This is an optimization exercise on Yosys and OpenROAD, whose aim is small area, not a production implementation. Where RTL was checked, it was by simulation tests only, not by an equivalence proof against the original. Power and IR drop assume default switching activity.

// pusher_top
module pusher_top (
    input  logic          clk,
    input  logic          rst_ff,
    input  logic          valid,
    input  logic          noop,
    input  logic [47:0]   particle_in,
    input  logic [191:0]  phi_in,
    output logic          valid_req,
    output logic [255:0]  raddr,
    output logic          valid_out,
    output logic [47:0]   particle_out,
    output logic          done
);
    logic [9:1]  v;
    logic [47:0] p1, p2, p3, p4, p5, p6, p7, p8, p9;
    logic [3:0]  cnt;
    always_ff @(posedge clk) begin
        v[1] <= valid & ~rst_ff;
        for (int k = 2; k <= 9; k++) v[k] <= v[k-1] & ~rst_ff;
    end
    assign valid_req = v[2];
    assign valid_out = v[9];
    always_ff @(posedge clk) begin
        if (rst_ff)    cnt <= '0;
        else if (v[9]) cnt <= cnt + 4'd1;
    end
    assign done = &cnt;
    logic [7:0] in_pyf, in_pxf, in_rf;
    assign in_pyf = particle_in[39:32];
    assign in_pxf = particle_in[23:16];
    assign in_rf  = particle_in[9:2];
    logic [8:0] k_x0, k_x1, k_y2, k_y3;
    always_comb begin
        k_x0[0] = 1'b1;    
        k_x1[0] = 1'b0;    
        k_y2[0] = 1'b1;
        k_y3[0] = 1'b0;
        for (int i = 0; i < 8; i++) begin
            k_x0[i+1] = (in_pxf[i] & ~in_rf[i]) | (in_pxf[i] & k_x0[i]) | (~in_rf[i] & k_x0[i]);
            k_x1[i+1] = (in_pxf[i] &  in_rf[i]) | (in_pxf[i] & k_x1[i]) | ( in_rf[i] & k_x1[i]);
            k_y2[i+1] = (in_pyf[i] & ~in_rf[i]) | (in_pyf[i] & k_y2[i]) | (~in_rf[i] & k_y2[i]);
            k_y3[i+1] = (in_pyf[i] &  in_rf[i]) | (in_pyf[i] & k_y3[i]) | ( in_rf[i] & k_y3[i]);
        end
    end
    logic c1_x0, c1_x1, c1_y2, c1_y3;
    always_ff @(posedge clk) begin
        c1_x0 <= k_x0[8];
        c1_x1 <= k_x1[8];
        c1_y2 <= k_y2[8];
        c1_y3 <= k_y3[8];
    end
    logic [7:0] w_x0, w_x1, w_y2, w_y3;
    logic [7:0] gy [4];
    logic [7:0] gx [4];
    assign gy[0] = p2[47:40]; assign gx[0] = w_x0;
    assign gy[1] = p2[47:40]; assign gx[1] = w_x1;
    assign gy[2] = w_y2;      assign gx[2] = p2[31:24];
    assign gy[3] = w_y3;      assign gx[3] = p2[31:24];
  ...
For scale: ~1500 cells after synthesis.
==> flow/config.mk <==
export PLATFORM = sky130hd
export DESIGN_NAME = pusher_top
export DESIGN_NICKNAME = pusher_top
export VERILOG_FILES = /design/flow/design.v
export SDC_FILE = /design/flow/constraint.sdc
export NUM_CORES = 4
export LEC_CHECK = 0
export CAP_MARGIN = 20
export CORE_MARGIN = 2
export CORE_UTILIZATION = 65
export PLACE_DENSITY = 0.75
export SLEW_MARGIN = 20
export SYNTH_HIERARCHICAL = 1
export SYNTH_MINIMUM_KEEP_SIZE = 0
==> flow/constraint.sdc <==
create_clock -name core_clock -period 5.0 [get_ports {clk}]
set_input_delay 1.0000 -clock core_clock [delete_from_list [all_inputs] [get_ports {clk}]]
set_output_delay 1.0000 -clock core_clock [all_outputs]
set_load 0.01 [all_outputs]
standard.sh (not shown) runs the stock make flow with config.mk's settings and CLKGATE_MAP_FILE= SYNTH_SCRIPT=/design/flow/synth_recipe.tcl, a recipe that flattens the netlist after the stock synthesis.
==> flow/flow/run.sh <==
#!/bin/bash
# The standard layout, with the smallest buffer on the ports and a clock tree of few, large buffers.
set -euo pipefail
export BUFFER_PORTS_ARGS="-buffer_cell sky130_fd_sc_hd__buf_1"
export CTS_ARGS="-sink_clustering_enable -repair_clock_nets -sink_clustering_size 20 -sink_clustering_max_diameter 50 -buf_list sky130_fd_sc_hd__clkbuf_16 -dont_use_dummy_load"
bash standard.sh > make_finish.log 2>&1
Rerun with:
==> flow/flow/run.sh (replaced) <==
#!/bin/bash
# The standard layout, with the smallest buffer on the ports and a clock tree of few, large buffers.
set -euo pipefail
export BUFFER_PORTS_ARGS="-buffer_cell sky130_fd_sc_hd__buf_1"
export CTS_ARGS="-sink_clustering_enable -repair_clock_nets -sink_clustering_size 20 -sink_clustering_max_diameter 50 -buf_list sky130_fd_sc_hd__clkbuf_8 -dont_use_dummy_load"
bash standard.sh > make_finish.log 2>&1
Settings changed: CORE_UTILIZATION 65 to 70, PLACE_DENSITY 0.75 to 0.85.
- design area falls by 2.1%
- non-clock buffer count stays the same
- wire length rises by 0.78%
- synthesized area does not change
Rerun with:
==> flow/flow/run.sh (replaced) <==
#!/bin/bash
# The standard layout, with the smallest buffer on the ports and a clock tree of few, large buffers.
set -euo pipefail
export BUFFER_PORTS_ARGS="-buffer_cell sky130_fd_sc_hd__buf_1"
export CTS_ARGS="-sink_clustering_enable -repair_clock_nets -sink_clustering_size 18 -sink_clustering_max_diameter 50 -buf_list sky130_fd_sc_hd__clkbuf_8 -dont_use_dummy_load"
bash standard.sh > make_finish.log 2>&1
Settings changed: CORE_UTILIZATION 70 to 65, PLACE_DENSITY 0.85 to 0.75.
After rerunning: Area after synthesis stays the same; wire length is lower by about 1.7%; fmax is lower by 0.65%; global-route usage is lower by 1.7 points; count of clock-buffer cells in the layout is higher by 2.
Rerun with:
==> flow/flow/run.sh (replaced) <==
#!/bin/bash
# The standard layout, with the smallest buffer on the ports and a clock tree of few, large buffers.
set -euo pipefail
export BUFFER_PORTS_ARGS="-buffer_cell sky130_fd_sc_hd__buf_1"
export CTS_ARGS="-sink_clustering_enable -repair_clock_nets -sink_clustering_size 14 -sink_clustering_max_diameter 40 -buf_list sky130_fd_sc_hd__clkbuf_8 -dont_use_dummy_load"
bash standard.sh > make_finish.log 2>&1
=>
- count of clock-buffer cells in the layout grows by 12
- clock power went up by roughly a tenth
- critical path depth fell by 1
- hold slack gets worse by 0.0056 ns
- utilization rises by 0.53 points
- maximum frequency decreases slightly
- clock skew came out higher by 0.034 ns
- global-route usage rises by 0.14 points
- sequential power stays flat
- wire length rose slightly
No functional check of the RTL was part of any run of this note.

========
pusher_top, a different RTL version from the one above (not shown whole).
Size: about 1600 cells after synthesis, ~550 I/O pins, ~0.020 sq mm of cells after synthesis.
Settings: LEC_CHECK=0, CAP_MARGIN=20, CORE_MARGIN=2, CORE_UTILIZATION=55, CTS_BUF_LIST=sky130_fd_sc_hd__clkbuf_4 sky130_fd_sc_hd__clkbuf_8, PLACE_DENSITY=0.65, SLEW_MARGIN=20; clock period 5.0 ns.
==> flow/flow/run.sh <==
#!/bin/bash
# Standard layout, with the smallest buffer on the ports.
set -euo pipefail
export BUFFER_PORTS_ARGS="-buffer_cell sky130_fd_sc_hd__buf_1"
bash standard.sh > make_finish.log 2>&1
The first run finished with timing, DRC and antenna clean.
Then changed:
==> flow/run.sh (new file) <==
#!/bin/bash
# synth_recipe.tcl (not shown) runs the flow's synth.tcl, then flattens the netlist and writes it again
# the make line also repeats each setting of config.mk as NAME=value (left out here)
make -C /OpenROAD-flow-scripts/flow DESIGN_CONFIG=/design/flow/config.mk WORK_HOME=/design/flow/orfs CLKGATE_MAP_FILE= SYNTH_SCRIPT=/design/flow/synth_recipe.tcl finish
CORE_UTILIZATION = 40   (was 55)
CTS_BUF_LIST = not set   (was sky130_fd_sc_hd__clkbuf_4 sky130_fd_sc_hd__clkbuf_8)
PLACE_DENSITY = 0.6   (was 0.65)
removed: flow/flow/run.sh
removed: flow/standard.sh
Outcome: Via count came out lower by 1.3%; utilization came out lower by 11 points; count of clock-buffer cells in the layout came out lower by 57; area after synthesis is unchanged; total power came out higher by about 8%; maximum frequency came out lower by 1.5%; sequential cell count does not change; setup slack loses 0.060 ns.
Function was not checked in any run of this note: the RTL went through the layout flow alone.

========
== red ==
Another version of the RTL of pusher_top (not shown whole).
Size: ~1,400 cells after synthesis.
clock: 5.0 ns
lec_check: 0
cap_margin: 20
core_margin: 2
core_utilization: 70
place_density: 0.85
slew_margin: 20
synth_hierarchical: 1
synth_minimum_keep_size: 0
==> flow/flow/run.sh <==
#!/bin/bash
# The standard layout, with the smallest buffer on the ports and a clock tree of few, large buffers.
set -euo pipefail
export BUFFER_PORTS_ARGS="-buffer_cell sky130_fd_sc_hd__buf_1"
export CTS_ARGS="-sink_clustering_enable -repair_clock_nets -sink_clustering_size 22 -sink_clustering_max_diameter 40 -buf_list sky130_fd_sc_hd__clkbuf_8 -dont_use_dummy_load"
bash standard.sh > make_finish.log 2>&1
Input changes introduced in blue (baseline for comparison: red):
--- a/flow/flow/run.sh
+++ b/flow/flow/run.sh
@@ -5 +5 @@
-export CTS_ARGS="-sink_clustering_enable -repair_clock_nets -sink_clustering_size 22 -sink_clustering_max_diameter 40 -buf_list sky130_fd_sc_hd__clkbuf_8 -dont_use_dummy_load"
+export CTS_ARGS="-sink_clustering_enable -repair_clock_nets -sink_clustering_size 20 -sink_clustering_max_diameter 60 -buf_list sky130_fd_sc_hd__clkbuf_8 -dont_use_dummy_load"
## What came out
Re final worst setup slack: red and blue aren't equal, and the lower value belongs to red. Met1 track utilization from global routing delta (blue -> red): insignificant. Sort red and blue by quantity of gates resized following cts, ascending, and red comes first. Reported for red and blue, final-report setup violation count turned out identical to the last digit.
Here is what was changed in the inputs of green compared with blue.
--- a/flow/flow/run.sh
+++ b/flow/flow/run.sh
@@ -5 +5 @@
-export CTS_ARGS="-sink_clustering_enable -repair_clock_nets -sink_clustering_size 20 -sink_clustering_max_diameter 60 -buf_list sky130_fd_sc_hd__clkbuf_8 -dont_use_dummy_load"
+export CTS_ARGS="-sink_clustering_enable -repair_clock_nets -sink_clustering_size 20 -sink_clustering_max_diameter 50 -buf_list sky130_fd_sc_hd__clkbuf_8 -dont_use_dummy_load"
- [compare] base=blue new=green: number of clock-tree buffers in the layout saw an increase, final worst setup slack saw a decrease.
- Delta (green minus blue): worst-case hold slack shows no meaningful change, transition time at the pin with the least slew margin saw a decrease, met1 track demand over resource comparable.
- In the tables for green and blue, total length of routed met2 wires reads lower with blue.
- | count of buffering cells on the critical path with inverters included | higher: blue |
- From green to blue, number of top-level pins did not move at all.
> inputs changed (green -> orange)
--- a/flow/flow/run.sh
+++ b/flow/flow/run.sh
@@ -5 +5 @@
-export CTS_ARGS="-sink_clustering_enable -repair_clock_nets -sink_clustering_size 20 -sink_clustering_max_diameter 50 -buf_list sky130_fd_sc_hd__clkbuf_8 -dont_use_dummy_load"
+export CTS_ARGS="-sink_clustering_enable -repair_clock_nets -sink_clustering_size 20 -sink_clustering_max_diameter 50 -buf_list {sky130_fd_sc_hd__clkbuf_4 sky130_fd_sc_hd__clkbuf_8} -dont_use_dummy_load"
### Flow results
[compare] base=green new=orange: via count did not really move; post-route worst setup slack did not really move; clock-pin transition on the worst setup and hold timing paths did not really move.
From orange to green, hold slack did not move at all.
Comparing green against orange, there is no change at all in fmax.
Comparing green against orange, there is no change at all in first-pass GRT wire length.
Comparing orange against green, there is no change at all in worst slew margin relative to its limit.
Critical path depth: green vs orange identical
As far as shortest clock period the worst path allows after layout goes, orange and green are indistinguishable; the numbers are identical.
Proportion of cell area spent on the clock network: green vs orange identical

re-timing with driven ports:
Ports are ideal in the flow. The routed layouts listed here were re-timed in OpenROAD. Step 1 (the two cells are an assumption about what drives the block):
set clk [get_ports {clk}]
set_driving_cell -lib_cell sky130_fd_sc_hd__clkbuf_16 $clk
set_driving_cell -lib_cell sky130_fd_sc_hd__buf_2 [delete_from_list [all_inputs] $clk]
Step 2 times the ports against the registers' clock, not the clock port: input delays grow and output delays shrink by t, the midpoint of the rising clock arrivals with the driver on. Three values: no drivers, after step 1, after step 2; two values: the first two.
run | t (ns) | slack for setup (ns) | worst setup path after step 2
the first run of note 1 | 0.552 | 1.122 / 1.122 / 1.102 | input to register
the second run of note 1 | 0.565 | 1.133 / 1.133 / 1.119 | input to register
the third run of note 1 | 0.585 | 1.107 / 1.107 / 1.107 | register to register
the fourth run of note 1 | 0.597 | 1.076 / 1.076 / 1.076 | register to register
the first run of note 2 | 0.624 | 0.980 / 0.980 / 0.918 | input to register
the second run of note 2 | 0.635 | 0.919 / 0.919 / 0.572 | input to register
red | 0.576 | 0.137 / 0.091 / -0.076 | input to register
blue | 0.552 | 0.165 / 0.118 / -0.063 | input to register
green | 0.569 | 0.144 / 0.100 / -0.070 | input to register
orange | 0.569 | 0.144 / 0.100 / -0.070 | input to register
Met with ideal ports but missed after step 2: setup timing in red, blue, green and orange. For the second run of note 2, which loses most, drivers alone change the setup slack by 0.000 ns; drivers and shift together by -0.347 ns.
